From an optimization exercise on the open Yosys and OpenROAD flow, aimed at small area, a short achievable clock period and few clock cycles per item; shortcuts taken in it are not production practice.
Function was checked by simulation only, so behaviour that the tests miss may differ from the original.
Power figures rest on the tool's default switching activity, not on a simulated workload.

==> flow/config.mk <==
export PLATFORM = sky130hd
export DESIGN_NAME = cpu16_mem_responder
export DESIGN_NICKNAME = cpu16_mem_responder
export VERILOG_FILES = /design/flow/design.v
export SDC_FILE = /design/flow/constraint.sdc
export NUM_CORES = 4
export LEC_CHECK = 0
export CAP_MARGIN = 20
export CORE_MARGIN = 2
export CORE_UTILIZATION = 40
export SLEW_MARGIN = 20
export SYNTH_MEMORY_MAX_BITS = 8192
==> flow/constraint.sdc <==
create_clock -name core_clock -period 6.0 [get_ports {clk}]
set_input_delay 1.2000 -clock core_clock [delete_from_list [all_inputs] [get_ports {clk}]]
set_output_delay 1.2000 -clock core_clock [all_outputs]
set_load 0.01 [all_outputs]
==> flow/design.v <==
module cpu16_mem_responder #(
  parameter int unsigned DEPTH       = 256,
  parameter int unsigned WAIT_STATES = 0
) (
  input  logic        clk,
  input  logic        reset_n,
  input  logic [15:0] ins_rd_addr,
  input  logic        ins_rd_req,
  output logic [15:0] ins_rd_data,
  output logic        ins_rd_rdy,
  input  logic [15:0] dat_rw_addr,
  input  logic [15:0] dat_wr_data,
  input  logic        dat_rd_req,
  input  logic        dat_wr_req,
  output logic [15:0] dat_rd_data,
  output logic        dat_rd_rdy,
  output logic        dat_wr_rdy
);
  localparam int unsigned AW = $clog2(DEPTH);
  logic [15:0]      mem [DEPTH];
  logic [DEPTH-1:0] iwl, dwl;        
  logic [15:0]      ins_word, dat_word;
  always_comb begin
    for (int w = 0; w < DEPTH; w++) begin
      iwl[w] = (ins_rd_addr[AW-1:0] == AW'(w));
      dwl[w] = (dat_rw_addr[AW-1:0] == AW'(w));
    end
    ins_word = '0;
    dat_word = '0;
    for (int w = 0; w < DEPTH; w++) begin
      ins_word = ins_word | ({16{iwl[w]}} & mem[w]);
      dat_word = dat_word | ({16{dwl[w]}} & mem[w]);
    end
  end
  always_ff @(posedge clk) begin
    if (!reset_n) begin
      ins_rd_rdy <= 1'b0;
      dat_rd_rdy <= 1'b0;
      dat_wr_rdy <= 1'b0;
    end else begin
      ins_rd_rdy <= ins_rd_req;
      dat_rd_rdy <= dat_rd_req & ~dat_wr_req;
      dat_wr_rdy <= dat_wr_req;
    end
  end
  always_ff @(posedge clk) begin
    ins_rd_data <= ins_word;
    dat_rd_data <= dat_word;
  end
  always_ff @(posedge clk) begin
    for (int w = 0; w < DEPTH; w++)
      if (reset_n && dat_wr_req && dwl[w]) mem[w] <= dat_wr_data;
  end
endmodule
==> flow/run.sh <==
#!/bin/bash
# synth_recipe.tcl (not shown) runs the flow's synth.tcl, then flattens the netlist and writes it again
# the make line also repeats each setting of config.mk as NAME=value (left out here)
make -C /OpenROAD-flow-scripts/flow DESIGN_CONFIG=/design/flow/config.mk WORK_HOME=/design/flow/orfs CLKGATE_MAP_FILE= SYNTH_SCRIPT=/design/flow/synth_recipe.tcl finish
==> results.txt, run 1 <==
- Final GP Congestion: 1.49
- Distinct cell type count after synthesis: 61
- Adder-cell share of the synthesized area: 0%
- #FFs+latches synth: 4131
- Rows: 244
- First-pass GRT wire length: 2200000 microns
- Main synth FF type: edfxtp_1
- Share of the yosys chip area belonging to registers: 69.9%
- Sink Count: approximately 4100
- Initial core utilization: ~40%
- Status: aborted with a tool error
- Post_cts resized: 0
- Synth Area in XOR/XNOR: 0%
- Detailed-placement wirelength estimate: 1270000 microns
- Clock Path Buffers: 4
- H-tree depth: 5
- CTS Buf Count: 455
- Mapped Area: 177000 sq um
- # Post-CTS Setup Buffers: 0
- Vias in the first global route: 182000
- Tot GR Track Use: 77.3%
- Grt ovf: 13
- Post-CTS Hold Buffers: 0
- Yosys warnings: 2
- Placed Cells: 19300
- Clk root buf: clkbuf_16
- Pin count of the biggest net entering global routing: between 100 and 150
- Syn avg cell area: 14.4 sq um
- I/O pin total: 88
- Mapped Cells: between 10000 and 15000
- Post-Place Worst Slack: -0.142 ns
- Area of placed instances: approximately 200000 sq um
- Ys async rst share: 0%
- Error Message: [ERROR GRT-0116] Global routing finished with congestion. Check the congestion regions in the DRC Viewer.
- Largest family of logic cells by synthesized area: compound AO/OA/AOI/OAI gates
- Die H: about 670 microns
- Yosys top cell area share: 69.5%
- Compound-cell area share of the yosys netlist: between 10% and 20%
- Simple-Gate Fraction of Synth Area: 8.45%
- Port bufs: ~70
- Synth top area cells: edfxtp_1 69%, a22oi_1 9.0%, a22o_1 2.1%, nand3_1 1.8%, a32oi_1 1.8%
- Mux share of post-synthesis cell area: 0%
- EDFF count, synth: 4096
- Stop stage: global routing (5_1_grt)
- Die X: 669 microns
- Leading area contributor after synthesis: edfxtp_1
==> worst max path at each step <==
stage                             endpoint  cells after the start            from  slack, ns
CTS                 ins_rd_data[4]$_DFF_P_                     13  ins_rd_addr[0]       0.95
detailed placement  ins_rd_data[4]$_DFF_P_                     13  ins_rd_addr[0]      -0.14
global placement    ins_rd_data[4]$_DFF_P_                     13  ins_rd_addr[0]      -0.03
floorplan              mem[1][0]$_DFFE_PP_                      8  dat_rw_addr[1]       1.28
==> cell usage after synthesis (all sizes together), types with 17 or more instances <==
library cell,count
o21ai,23
edfxtp,4096
clkbuf,729
a22oi,2123
nor2,479
nand3,629
a222oi,277
and4b,23
nor4bb,29
o22a,29
nand4bb,22
o221ai,24
a221oi,288
or4b,17
a22o,428
nor4,233
or4,76
nand2,353
o22ai,289
nor3,213
a2111oi,103
nand4,346
buf,368
o211ai,56
and3,284
a32o,40
a32oi,357
dfxtp,35
and4,21
a31oi,75
a21oi,172
==> power groups by stage <==
stage	Combinational (mW)	Clock (mW)	Sequential, mW
4_1_cts	3.60	29.5	31.9
3_5_place_dp	3.59	0	32.5
3_3_place_gp	3.55	0	32.5
2_1_floorplan	0.882	0	32.5
==> cells by family after synthesis <==
family | count (synthesis)
compound gates | 4308
flops | 4131
simple gates | 2780
buf+inv | 1099
==> layer usage <==
metal | GRT usage [%] | overflow
met5 | 61.8 | 0
met4 | 65.3 | 5
met3 | 72.9 | 4
met2 | 85.4 | 0
met1 | 79.3 | 4
Testbench counts, summed over its fixed seeds: cycles 3,200, items 6,400.
==> run 2: changes to the inputs <==
--- a/flow/design.v
+++ b/flow/design.v
@@ -1,2 +1,9 @@
+module cpu16_mem_rd3 (
+  input  logic [2:0] wl,
+  input  logic [2:0] d,
+  output logic       y_n
+);
+  assign y_n = ~|(wl & d);
+endmodule
 module cpu16_mem_responder #(
   parameter int unsigned DEPTH       = 256,
@@ -18,18 +25,33 @@
 );
   localparam int unsigned AW = $clog2(DEPTH);
+  localparam int unsigned NG = (DEPTH + 2) / 3;    
   logic [15:0]      mem [DEPTH];
-  logic [DEPTH-1:0] iwl, dwl;        
+  logic [3*NG-1:0]  iwl, dwl;        
   logic [15:0]      ins_word, dat_word;
+  logic [NG-1:0]    ig_n [16];
+  logic [NG-1:0]    dg_n [16];
   always_comb begin
+    iwl = '0;
+    dwl = '0;
     for (int w = 0; w < DEPTH; w++) begin
       iwl[w] = (ins_rd_addr[AW-1:0] == AW'(w));
       dwl[w] = (dat_rw_addr[AW-1:0] == AW'(w));
     end
-    ins_word = '0;
-    dat_word = '0;
-    for (int w = 0; w < DEPTH; w++) begin
-      ins_word = ins_word | ({16{iwl[w]}} & mem[w]);
-      dat_word = dat_word | ({16{dwl[w]}} & mem[w]);
+  end
+  for (genvar b = 0; b < 16; b++) begin : g_bit
+    for (genvar g = 0; g < NG; g++) begin : g_grp
+      logic [2:0] d;
+      for (genvar k = 0; k < 3; k++) begin : g_k
+        if (3*g + k < DEPTH) begin : g_w
+          assign d[k] = mem[3*g+k][b];
+        end else begin : g_pad
+          assign d[k] = 1'b0;
+        end
+      end
+      cpu16_mem_rd3 u_i (.wl(iwl[3*g +: 3]), .d(d), .y_n(ig_n[b][g]));
+      cpu16_mem_rd3 u_d (.wl(dwl[3*g +: 3]), .d(d), .y_n(dg_n[b][g]));
     end
+    assign ins_word[b] = ~&ig_n[b];
+    assign dat_word[b] = ~&dg_n[b];
   end
   always_ff @(posedge clk) begin
--- a/flow/config.mk
+++ b/flow/config.mk
@@ -8,5 +8,7 @@
 export CAP_MARGIN = 20
 export CORE_MARGIN = 2
-export CORE_UTILIZATION = 40
+export CORE_UTILIZATION = 60
+export SETUP_SLACK_MARGIN = 3.2
 export SLEW_MARGIN = 20
+export SYNTH_HIERARCHICAL = 1
 export SYNTH_MEMORY_MAX_BITS = 8192
==> run 2 against run 1 <==
  * Area after synthesis is 9.1% lower
  * The run now finishes clean
  * Synthesized cell count is 28% lower
==> results.txt, run 2 <==
- Status: complete, no violations
- Reg2reg path depth: 6
- TritonRoute pass-1 iters: 17
- Setup violators final: 0
- CP peak stage delay: 0.66 ns
- Vias/cell: ~8.6
- Worst slew pin tran: 1.42 ns
- Worst skew pair latency: 1.00 ns
- Yosys top cell area share: 76.4%
- I/O pin total: between 80 and 90
- Final GP Congestion: 1.03
- Rows: 190
- Crit path cell chain: buf_6 -> nor2b_4 -> nand2_8 -> buf_4 -> buf_8 -> nor2_4 -> a222oi_1 -> nand4_1 -> nor4_1 -> buf_4 -> nand4_1 -> or4_4
- Die X: 522 microns
- H-tree depth: 5
- #FFs+latches synth: 4131
- DR vias: between 100k and 150k
- Worst r2r src: mem[117][2]$_DFFE_PP_
- Max FFs per register: 4096
- Sink Count: 4131
- Max Cap Viol: 0
- Buf/Inv on CP: 4
- Die H: 522 microns
- CTS Buf Count: 413
- Synth top area cells: edfxtp_1 76%, a222oi_1 17%, nand4_1 2.8%, nor2_1 1.8%, nor4_1 0.50%
- Port bufs: between 70 and 80
- Top reg by flops: mem
- Layout cells sized above 1: 28.3%
- Remaining DRCs: 0
- Maximum vdd drop: 0.000346 V
- Top Registers: mem x4096, dat_rd_data x16, ins_rd_data x16
- Detailed-placement wirelength estimate: 418000 microns
- Worst hold-check path type: reg2reg
- Clock Path Buffers: 4
- Top cells by count, synth: 4096 x edfxtp_1, 2752 x a222oi_1, 775 x nor2_1
- Crit path capture type: flip-flop
- Slew Viols, Final: 0
- Grt ovf: 0
- Clk root buf: clkbuf_16
- Most common cell in the netlist: edfxtp_1
- Power Dens Cells: ~300 nW/um^2
- Mapped Area: 161000 sq um
- Commonest non-fill, non-tap cell in the layout: edfxtp_1
- R2R Setup Slk: 2.53 ns
- Worst Hold Depth: 3
- CP Launch Type: primary input
- RSZ-0062 raised after global routing: yes
- Hold slack: 0.631 ns
- Share of the yosys chip area belonging to registers: about three quarters
- FF-to-FF End: ins_rd_data[2]$_DFF_P_
- Tot GR Track Use: between 40% and 50%
- Crit path max fanout: 16
- Clock-pin slew on the worst setup and hold paths: 0.07 ns
- Worst Setup Path Type: in2reg
- Layout Nets: 11000
- Hold Vio Cnt, Final: 0
- Worst hold path startpoint: mem[49][14]$_DFFE_PP_
- Post-CTS Hold Buffers: 0
- Pin count of the biggest net entering global routing: about 160
- Cell family with most CP delay: simple AND/OR/NAND/NOR gates
- Main synth FF type: edfxtp_1
- Post-DRT Antenna Nets: 0
- First-pass GRT wire length: a little over 900000 microns
- Syn avg cell area: 18.3 sq um
- Initial core utilization: 60.2%
- Slew margin rel.: under 10%
- Iteration-0 DRC Markers: 37800
- Most frequent cells in the layout: 4096 x edfxtp_1, 2752 x a222oi_1, 1131 x buf_4
- Area grow syn2layout: 26.2%
- CTS tree: done
- Mapped Cells: between 8000 and 9000
- Clock skew: between 0.03 and 0.04 ns
- Routed WL: 689000 microns
- Die area: 272000 sq um
- EDFF count, synth: 4096
- CORE AREA: between 200000 and 300000 sq um
- Ys async rst share: 0%
- Critical path arrival: 4.94 ns
- Minimum clock period: 4.09 ns
- Distinct cell type count after synthesis: 17
- P_leak: between 60 and 70 nW
- Leading area contributor after synthesis: edfxtp_1
- Initial antenna violation count: 43
- Wire per inst: roughly 46 microns
- Fin crit share: 68.1%
- Peak Freq: 245 MHz
- Worst path slowest cell: nand4_1
- Hold Path End: dat_rd_data[14]$_DFF_P_
- Sum Neg Setup Slack: 0 ns
- Vias in the first global route: 118000
- Worst EP required: 6.85 ns
- Yosys warnings: 11
## run 2: timing repair
item	CTS	global route
pin swaps	832	286
setup endpoints to repair	4132	886
gates cloned	54	0
setup buffers	614	206
resized for setup	1041	131
## run 2: cell type report
class                      count  area, sq um
timing repair buffer        1734        18500
multi-input combinational   4701        43000
fill                       15400        64200
clock inverter               266         2550
sequential                  4131       124000
tap                         3552         4440
antenna                       25         62.6
clock buffer                 496        10900
## run 2: layer usage
layer / global-route usage [%] / vias to the layer above / wire length (microns)
li1: - / 48300 / -
met5: 0 / - / 409
met1: 61.4 / 63100 / 208000
met3: 19.3 / 2690 / 126000
met4: 36.6 / 30 / 67700
met2: 69.0 / 14000 / 286000
## run 2: cells by family (layout without fill, tap and decap cells)
kind of cell	after synthesis	count (layout)	share of synthesized area, %
buffers and inverters	123	2496	0.309
AOI/OAI and AO/OA	2752	2752	17.1
and+or+nand+nor	1804	1821	5.73
other	1	153	0.00233
DFF	4131	4131	76.8
## run 2: worst max-delay path by stage
stage | start | endpoint | slack (ns) | cells past startpoint
after global placement | dat_rw_addr[3] | dat_rd_data[3]$_DFF_P_ | 0.07 | 12
final | ins_rd_addr[2] | ins_rd_data[2]$_DFF_P_ | 1.91 | 12
after floorplan | dat_rw_addr[0] | dat_rd_data[0]$_DFF_P_ | 2.49 | 9
after detailed placement | dat_rw_addr[3] | dat_rd_data[3]$_DFF_P_ | 0.01 | 12
after global routing | ins_rd_addr[6] | ins_rd_data[2]$_DFF_P_ | 2.11 | 13
after CTS | ins_rd_addr[6] | ins_rd_data[1]$_DFF_P_ | 2.34 | 13
## run 2: worst register-to-register path: cells and delay by family (launching register included)
family / cells / cell delay (ns)
AOI/OAI and AO/OA: 1 / 0.70
buffers and inverters: 1 / 0.23
DFF: 1 / 0.42
and+or+nand+nor: 4 / 2.00
## run 2: stage by stage
step	setup WS [ns]	util (%)	instance area, sq um	cells	power, mW
after CTS	2.34	75.0	201000	14700	60.2
after global routing	2.11	76.0	203000	14900	61.5
after floorplan	2.49	-	165000	8938	32.9
after global placement	0.0675	65.8	176000	13200	34.5
final	1.91	76.0	203000	14900	60.7
after detailed placement	0.0102	65.9	176000	13200	34.6
## run 2: Yosys stat by module (local to each module, per instance)
module | cell area (sq um) | flops+latches
cpu16_mem_rd3 | 10.0 | 0
cpu16_mem_responder | 133000 | 4131
## run 2: where the power goes
part	leakage (nW)	switching [mW]	internal, mW	total (mW)
Clock	6.54	11.2	14.9	26.0
Sequential	37.1	0.108	31.8	31.9
Combinational	20.3	1.95	0.778	2.73
Testbench counts of run 2, summed over its fixed seeds: cycles 3,200, items 6,400.

## what the ideal ports hide
Ports are ideal in the flow. The routed layout listed here was re-timed in OpenROAD.
Step 1 sets driving cells, clkbuf_16 on the clock port and buf_2 on the other inputs (assumed; they add their load-dependent delay and slew).
Step 2 also shifts input and output timing later by t, the mid clock arrival at the registers, as if the neighbouring blocks saw the same clock.
Three values: ideal ports, drivers, drivers and shift; two values: the first two.
run: run 2
shift t [ns]: 1.098
setup WS [ns]: 1.912 / 1.944 / 0.846
hold WS [ns]: 0.631 / 0.566 / 0.631
slew at the worst register clock pin (ns): 0.07 / 0.07
After both steps run 2 still meets setup and hold. For run 2, drivers alone change the setup slack by +0.032 ns; drivers and shift together by -1.066 ns.
